This design comes from an exercise in tuning for small area on the open sky130 flow, not from production work.
In this exercise RTL edits were held to simulation tests only and were not proved equivalent to the original.
Power is estimated from default activity; no workload was simulated. The clock port is modelled as an ideal driver; clocking choices that lean on that would not hold on a real chip.

==> ember <==
==> flow/design.v <==
module apb_comp #(
  parameter int DATA_WIDTH  = 32,
  parameter int ADDR_WIDTH  = 32,
  parameter int WAIT_STATES = 1
) (
  input  logic                    pclk,
  input  logic                    preset_n,
  input  logic [ADDR_WIDTH-1:0]   paddr,
  input  logic [2:0]              pprot,
  input  logic                    psel,
  input  logic                    penable,
  input  logic                    pwrite,
  input  logic [DATA_WIDTH-1:0]   pwdata,
  input  logic [DATA_WIDTH/8-1:0] pstrb,
  output logic [DATA_WIDTH-1:0]   prdata,
  output logic                    pready,
  output logic                    pslverr
);
  localparam int NBYTES = DATA_WIDTH / 8;
  localparam int NRING  = 16;
  localparam int W      = DATA_WIDTH;
  localparam int CW     = (WAIT_STATES < 2) ? 1 : (WAIT_STATES < 4) ? 2 :
                          (WAIT_STATES < 16) ? 4 : 8;
  localparam logic [CW-1:0] WS = CW'(WAIT_STATES);
  typedef enum logic [1:0] {
    IDLE   = 2'd0,
    SETUP  = 2'd1,
    ACCESS = 2'd2
  } state_t;
  state_t              state;
  logic [CW-1:0]       count;
  logic [5:0]          idx;
  logic                addr_err;
  logic                unused_prot;
  logic [NRING*W-1:0]  s0, s1, s2, s3;
  logic [NRING*W-1:0]  d0;
  logic [1:0]          phase;      
  logic                clr;        
  logic                zero;
  logic [5:0]          pa;         
  logic [W-1:0]        pd;         
  logic [NBYTES-1:0]   ps;         
  assign unused_prot = ^pprot;
  assign idx      = paddr[7:2];
  assign addr_err = (paddr[1:0] != 2'b00) || (|paddr[ADDR_WIDTH-1:8]);
  assign pready  = preset_n && (state == ACCESS) && psel && penable && (count == WS);
  assign pslverr = pready && addr_err;
  assign zero = !preset_n || clr;
  logic            pend_here;
  logic [W-1:0]    wdat;
  assign pend_here = (2'(pa[1:0] + phase) == 2'd3);
  assign wdat      = zero ? '0 : pd;
  always_comb begin
    for (int r = 0; r < NRING; r++) begin
      for (int b = 0; b < NBYTES; b++) begin
        d0[W*r + 8*b +: 8] = (zero || (pend_here && pa[5:2] == 4'(r) && ps[b]))
                             ? wdat[8*b +: 8] : s3[W*r + 8*b +: 8];
      end
    end
  end
  logic            rd;
  logic [1:0]      rpos;
  assign rd   = pready && !pwrite && !addr_err;
  assign rpos = 2'(idx[1:0] + phase);
  always_comb begin
    prdata = '0;
    for (int r = 0; r < NRING; r++) begin
      if (rd && idx[5:2] == 4'(r)) begin
        prdata = prdata
               | ({W{rpos == 2'd0}} & s0[W*r +: W])
               | ({W{rpos == 2'd1}} & s1[W*r +: W])
               | ({W{rpos == 2'd2}} & s2[W*r +: W])
               | ({W{rpos == 2'd3}} & d0[W*r +: W]);
      end
    end
  end
  always_ff @(posedge pclk) begin
    s0 <= d0;
    s1 <= s0;
    s2 <= s1;
    s3 <= s2;
  end
  always_ff @(posedge pclk) begin
    if (!preset_n) begin
      state <= IDLE;
      count <= '0;
      phase <= 2'd0;
      clr   <= 1'b1;
      ps    <= '0;
    end else begin
      phase <= phase + 2'd1;
      if (phase == 2'd2) clr <= 1'b0;
      if (!psel) begin
        state <= IDLE;
      end else begin
        case (state)
          IDLE: begin
            if (!penable) state <= SETUP;
          end
          SETUP: begin
            state <= ACCESS;
            count <= '0;
          end
          ACCESS: begin
            if (pready) begin
              state <= IDLE;
            end else if (count != WS) begin
              count <= count + 1'b1;
            end
          end
          default: state <= IDLE;
        endcase
      end
      if (pready && pwrite && !addr_err) begin
        pa <= idx;
        pd <= pwdata;
        ps <= pstrb;
      end
    end
  end
endmodule
==> flow/run.sh <==
#!/bin/bash
# synth_recipe.tcl (not shown) runs the flow's synth.tcl, then flattens the netlist and writes it again
# the make line also repeats each setting of config.mk as NAME=value (left out here)
make -C /OpenROAD-flow-scripts/flow DESIGN_CONFIG=/design/flow/config.mk WORK_HOME=/design/flow/orfs CLKGATE_MAP_FILE= SYNTH_SCRIPT=/design/flow/synth_recipe.tcl finish
==> flow/config.mk <==
export PLATFORM = sky130hd
export DESIGN_NAME = apb_comp
export DESIGN_NICKNAME = apb_comp
export VERILOG_FILES = /design/flow/design.v
export SDC_FILE = /design/flow/constraint.sdc
export NUM_CORES = 4
export LEC_CHECK = 0
export CAP_MARGIN = 20
export CORE_MARGIN = 2
export CORE_UTILIZATION = 40
export SLEW_MARGIN = 20
==> flow/constraint.sdc <==
create_clock -name core_clock -period 10.0 [get_ports {pclk}]
set_input_delay 2.0000 -clock core_clock [delete_from_list [all_inputs] [get_ports {pclk}]]
set_output_delay 2.0000 -clock core_clock [all_outputs]
set_load 0.01 [all_outputs]
==> sierra: changes against ember <==
==> flow/design.v, changed modules only <==
module apb_comp #(
  parameter int DATA_WIDTH  = 32,
  parameter int ADDR_WIDTH  = 32,
  parameter int WAIT_STATES = 1
) (
  input  logic                    pclk,
  input  logic                    preset_n,
  input  logic [ADDR_WIDTH-1:0]   paddr,
  input  logic [2:0]              pprot,
  input  logic                    psel,
  input  logic                    penable,
  input  logic                    pwrite,
  input  logic [DATA_WIDTH-1:0]   pwdata,
  input  logic [DATA_WIDTH/8-1:0] pstrb,
  output logic [DATA_WIDTH-1:0]   prdata,
  output logic                    pready,
  output logic                    pslverr
);
  localparam int NBYTES = DATA_WIDTH / 8;
  localparam int NRING  = 16;
  localparam int W      = DATA_WIDTH;
  localparam int CW     = (WAIT_STATES < 2) ? 1 : (WAIT_STATES < 4) ? 2 :
                          (WAIT_STATES < 16) ? 4 : 8;
  localparam logic [CW-1:0] WS = CW'(WAIT_STATES);
  typedef enum logic [1:0] {
    IDLE   = 2'd0,
    SETUP  = 2'd1,
    ACCESS = 2'd2
  } state_t;
  state_t              state;
  logic [CW-1:0]       count;
  logic [5:0]          idx;
  logic                addr_err;
  logic                unused_prot;
  logic [NRING*W-1:0]  s0, s1, s2, s3;
  logic [NRING*W-1:0]  d0;
  logic [2:0]          cyc;        
  logic [1:0]          phase;      
  logic                clr;        
  logic                zero;
  logic                pol;        
  logic [5:0]          pa;         
  logic [W-1:0]        pd;         
  logic [NBYTES-1:0]   ps;         
  assign unused_prot = ^pprot;
  assign idx      = paddr[7:2];
  assign addr_err = (paddr[1:0] != 2'b00) || (|paddr[ADDR_WIDTH-1:8]);
  assign pready  = preset_n && (state == ACCESS) && psel && penable && (count == WS);
  assign pslverr = pready && addr_err;
  assign phase = cyc[1:0];
  assign zero  = !preset_n || clr;
  assign pol   = cyc[2] || !preset_n;
  logic                    pend_here;
  logic [W-1:0]            wdat;
  logic [NRING*NBYTES-1:0] wsel, wkeep;
  assign pend_here = (2'(pa[1:0] + phase) == 2'd3);
  assign wdat      = (zero ? '0 : pd) ^ {W{!pol}};
  always_comb begin
    for (int r = 0; r < NRING; r++) begin
      for (int b = 0; b < NBYTES; b++) begin
        wsel[NBYTES*r + b]  = zero || (pend_here && pa[5:2] == 4'(r) && ps[b]);
        wkeep[NBYTES*r + b] = !wsel[NBYTES*r + b];
      end
    end
  end
  for (genvar j = 0; j < NRING*W; j++) begin : g_wr
    apb_comp_mux2i u_mux (.s(wsel[j/8]), .sn(wkeep[j/8]), .a(s3[j]), .b(wdat[j%W]), .y(d0[j]));
  end
  logic            rd;
  logic [1:0]      rpos;
  logic            rpol;
  logic [63:0]     rsel;
  logic [W-1:0]    rraw;
  assign rd   = pready && !pwrite && !addr_err;
  assign rpos = 2'(idx[1:0] + phase);
  always_comb begin
    for (int r = 0; r < NRING; r++) begin
      for (int k = 0; k < 4; k++) begin
        rsel[4*r+k] = rd && (idx[5:2] == 4'(r)) && (rpos == 2'(k));
      end
    end
    case (rpos)
      2'd0:    rpol = 3'(cyc - 3'd1) >= 3'd4;
      2'd1:    rpol = 3'(cyc - 3'd2) >= 3'd4;
      2'd2:    rpol = 3'(cyc - 3'd3) >= 3'd4;
      default: rpol = cyc[2];
    endcase
  end
  for (genvar i = 0; i < W; i++) begin : g_rd
    logic [63:0] tap;
    for (genvar r = 0; r < NRING; r++) begin : g_tap
      assign tap[4*r+0] = s0[W*r + i];
      assign tap[4*r+1] = s1[W*r + i];
      assign tap[4*r+2] = s2[W*r + i];
      assign tap[4*r+3] = d0[W*r + i];
    end
    apb_comp_rbit u_rbit (.d(tap), .s(rsel), .y(rraw[i]));
  end
  assign prdata = rraw ^ {W{rd && rpol}};
  always_ff @(posedge pclk) begin
    s0 <= d0;
    s1 <= s0;
    s2 <= s1;
    s3 <= s2;
  end
  always_ff @(posedge pclk) begin
    if (!preset_n) begin
      state <= IDLE;
      count <= '0;
      cyc   <= 3'd0;
      clr   <= 1'b1;
      ps    <= '0;
    end else begin
      cyc <= cyc + 3'd1;
      if (phase == 2'd2) clr <= 1'b0;
      if (!psel) begin
        state <= IDLE;
      end else begin
        case (state)
          IDLE: begin
            if (!penable) state <= SETUP;
          end
          SETUP: begin
            state <= ACCESS;
            count <= '0;
          end
          ACCESS: begin
            if (pready) begin
              state <= IDLE;
            end else if (count != WS) begin
              count <= count + 1'b1;
            end
          end
          default: state <= IDLE;
        endcase
      end
      if (pready && pwrite && !addr_err) begin
        pa <= idx;
        pd <= pwdata;
        ps <= pstrb;
      end
    end
  end
endmodule
module apb_comp_rbit (
  input  logic [63:0] d,
  input  logic [63:0] s,
  output logic        y
);
  logic [21:0] n;
  for (genvar g = 0; g < 21; g++) begin : g_a
    apb_comp_aoi222 u_aoi (
      .a0(d[3*g]),   .b0(s[3*g]),
      .a1(d[3*g+1]), .b1(s[3*g+1]),
      .a2(d[3*g+2]), .b2(s[3*g+2]),
      .y(n[g])
    );
  end
  assign n[21] = ~(d[63] & s[63]);
  assign y = ~&n;
endmodule
module apb_comp_aoi222 (
  input  logic a0, b0, a1, b1, a2, b2,
  output logic y
);
  assign y = ~((a0 & b0) | (a1 & b1) | (a2 & b2));
endmodule
module apb_comp_mux2i (
  input  logic s, sn, a, b,
  output logic y
);
  assign y = ~((a | s) & (b | sn));
endmodule
==> flow/flow/run.sh (new file) <==
#!/bin/bash
set -euo pipefail
export CTS_ARGS="-sink_clustering_enable -repair_clock_nets -dont_use_dummy_load -buf_list sky130_fd_sc_hd__clkbuf_16 -sink_clustering_size 30 -sink_clustering_max_diameter 100"
export BUFFER_PORTS_ARGS="-buffer_cell sky130_fd_sc_hd__buf_1"
bash standard.sh synth > synth.log 2>&1
bash standard.sh finish > layout.log 2>&1
==> flow/standard.sh (new file) <==
#!/bin/bash
# synth_recipe.tcl (not shown) runs the flow's synth.tcl, then flattens the netlist and writes it again
# the make line also repeats each setting of config.mk as NAME=value (left out here)
make -C /OpenROAD-flow-scripts/flow DESIGN_CONFIG=/design/flow/config.mk WORK_HOME=/design/flow/orfs CLKGATE_MAP_FILE= SYNTH_SCRIPT=/design/flow/synth_recipe.tcl "${@:-finish}"
--- a/flow/config.mk
+++ b/flow/config.mk
@@ -6,6 +6,8 @@
 export NUM_CORES = 4
 export LEC_CHECK = 0
-export CAP_MARGIN = 20
+export CAP_MARGIN = 10
 export CORE_MARGIN = 2
-export CORE_UTILIZATION = 40
-export SLEW_MARGIN = 20
+export CORE_UTILIZATION = 62
+export SLEW_MARGIN = 10
+export SYNTH_HIERARCHICAL = 1
+export SYNTH_MINIMUM_KEEP_SIZE = 0
removed: flow/run.sh
==> zinc: changes against ember <==
==> flow/design.v, changed modules only <==
module apb_comp #(
  parameter int DATA_WIDTH  = 32,
  parameter int ADDR_WIDTH  = 32,
  parameter int WAIT_STATES = 1
) (
  input  logic                    pclk,
  input  logic                    preset_n,
  input  logic [ADDR_WIDTH-1:0]   paddr,
  input  logic [2:0]              pprot,
  input  logic                    psel,
  input  logic                    penable,
  input  logic                    pwrite,
  input  logic [DATA_WIDTH-1:0]   pwdata,
  input  logic [DATA_WIDTH/8-1:0] pstrb,
  output logic [DATA_WIDTH-1:0]   prdata,
  output logic                    pready,
  output logic                    pslverr
);
  localparam int         NBYTES = DATA_WIDTH / 8;
  localparam logic [3:0] WS     = 4'(WAIT_STATES);
  typedef enum logic [1:0] {
    IDLE   = 2'd0,
    SETUP  = 2'd1,
    ACCESS = 2'd2
  } state_t;
  state_t                  state;
  logic [3:0]              count;
  logic [DATA_WIDTH-1:0]   mem [64];
  logic [5:0]              idx;
  logic                    addr_err;
  logic                    unused_prot;
  assign unused_prot = ^pprot;
  assign idx      = paddr[7:2];
  assign addr_err = (paddr[1:0] != 2'b00) || (|paddr[ADDR_WIDTH-1:8]);
  assign pready  = preset_n && (state == ACCESS) && psel && penable && (count == WS);
  assign pslverr = pready && addr_err;
  assign prdata  = (pready && !pwrite && !addr_err) ? mem[idx] : '0;
  always_ff @(posedge pclk) begin
    if (!preset_n) begin
      state <= IDLE;
      count <= '0;
      for (int i = 0; i < 64; i++) begin
        mem[i] <= '0;
      end
    end else begin
      if (!psel) begin
        state <= IDLE;
      end else begin
        case (state)
          IDLE: begin
            if (!penable) state <= SETUP;
          end
          SETUP: begin
            state <= ACCESS;
            count <= '0;
          end
          ACCESS: begin
            if (pready) begin
              state <= IDLE;
            end else if (count != WS) begin
              count <= count + 4'd1;
            end
          end
          default: state <= IDLE;
        endcase
      end
      if (pready && pwrite && !addr_err) begin
        for (int b = 0; b < NBYTES; b++) begin
          if (pstrb[b]) mem[idx][8*b +: 8] <= pwdata[8*b +: 8];
        end
      end
    end
  end
endmodule
==> notes <==
zinc completed without violations. ember finished clean. sierra finished clean.
The lowest utilization belongs to zinc, the highest to sierra.
Against zinc, the non-clock buffer count of sierra is lower by 221.
Combinational power, highest first: zinc, ember, sierra.
The highest worst hold slack belongs to zinc, the lowest to ember.
Fmax, lowest first: sierra, ember, zinc.
Between ember and sierra, the lower synthesized cell count is in sierra (gap about 60%, measured against sierra).
In sequential power, sierra and zinc hardly differ.
Clock power, lowest first: sierra, zinc, ember.
==> figures <==
|  | sierra | ember | zinc |
|---|---|---|---|
| Run status | timing/DRC/antenna clean | timing/DRC/antenna clean | timing/DRC/antenna clean |
| Portion of the post-synthesis area used by sequential elements | 74.73% | 60.59% | 68.42% |
| Layout-to-synthesis area ratio | 1.0871x | 1.1512x | 1.1324x |
| Area share of the leading cell type in the synthesized netlist | 72.72% | 58.96% | 68.29% |
| Library cell occupying the most area in the post-synthesis netlist | dfxtp_1 | dfxtp_1 | edfxtp_1 |
| Clock buffer and inverter area fraction after layout | 3.208% | 8.838% | 6.193% |
| Number of synthesized flops with an enable pin | 38 | 38 | 2048 |
| Portion of total power attributed to combinational logic | 4.0% | 6.8% | 8.7% |
| Total number of vias | 39060 | 51350 | 68770 |
| Number of standard-cell rows in the floorplan | 110 | 153 | 174 |
| Via density per instance | 7.108 | 5.742 | 6.649 |
| Synth warnings | 7 | 1 | 1 |
| Reported leakage power | 23.81 nW | 29.56 nW | 31.12 nW |
| Stages on worst setup path | 12 | 12 | 8 |
| Summed area of non-filler cells in the final layout | 61620 µm² | 80440 µm² | 102000 µm² |
| Non-clk buf share | 1.915% | 3.140% | 3.744% |
| Routability Congestion | 0.8802 | 0.8686 | 0.9910 |

==> what the ideal ports hide <==
In the flow no input, the clock included, has a driving cell. The finished layouts below were timed again as built, in two steps.
Step 1: set_driving_cell puts a clkbuf_16 on pclk and a buf_2 on each other input, an assumption about the parent block.
Step 2 moves the port delays by t, midway between the first and last clock arrival at a register: inputs arrive t later, outputs are due t later. That takes back most of the time a late clock gives input paths.
Three values: no drivers, after step 1, after step 2; two values: the first two.
| run | shift t [ns] | setup WS [ns] | worst slew at a driven data input, ns |
|---|---|---|---|
| ember | 0.923 | 1.242 / 1.136 / 1.136 | 0.18 |
| sierra | 0.742 | 1.106 / 1.085 / 1.085 | 0.12 |
| zinc | 0.981 | 1.540 / 1.491 / 1.491 | 0.27 |
After both steps every run listed still meets setup and hold. For ember, which loses most, drivers alone change the setup slack by -0.106 ns; drivers and shift together by -0.106 ns.
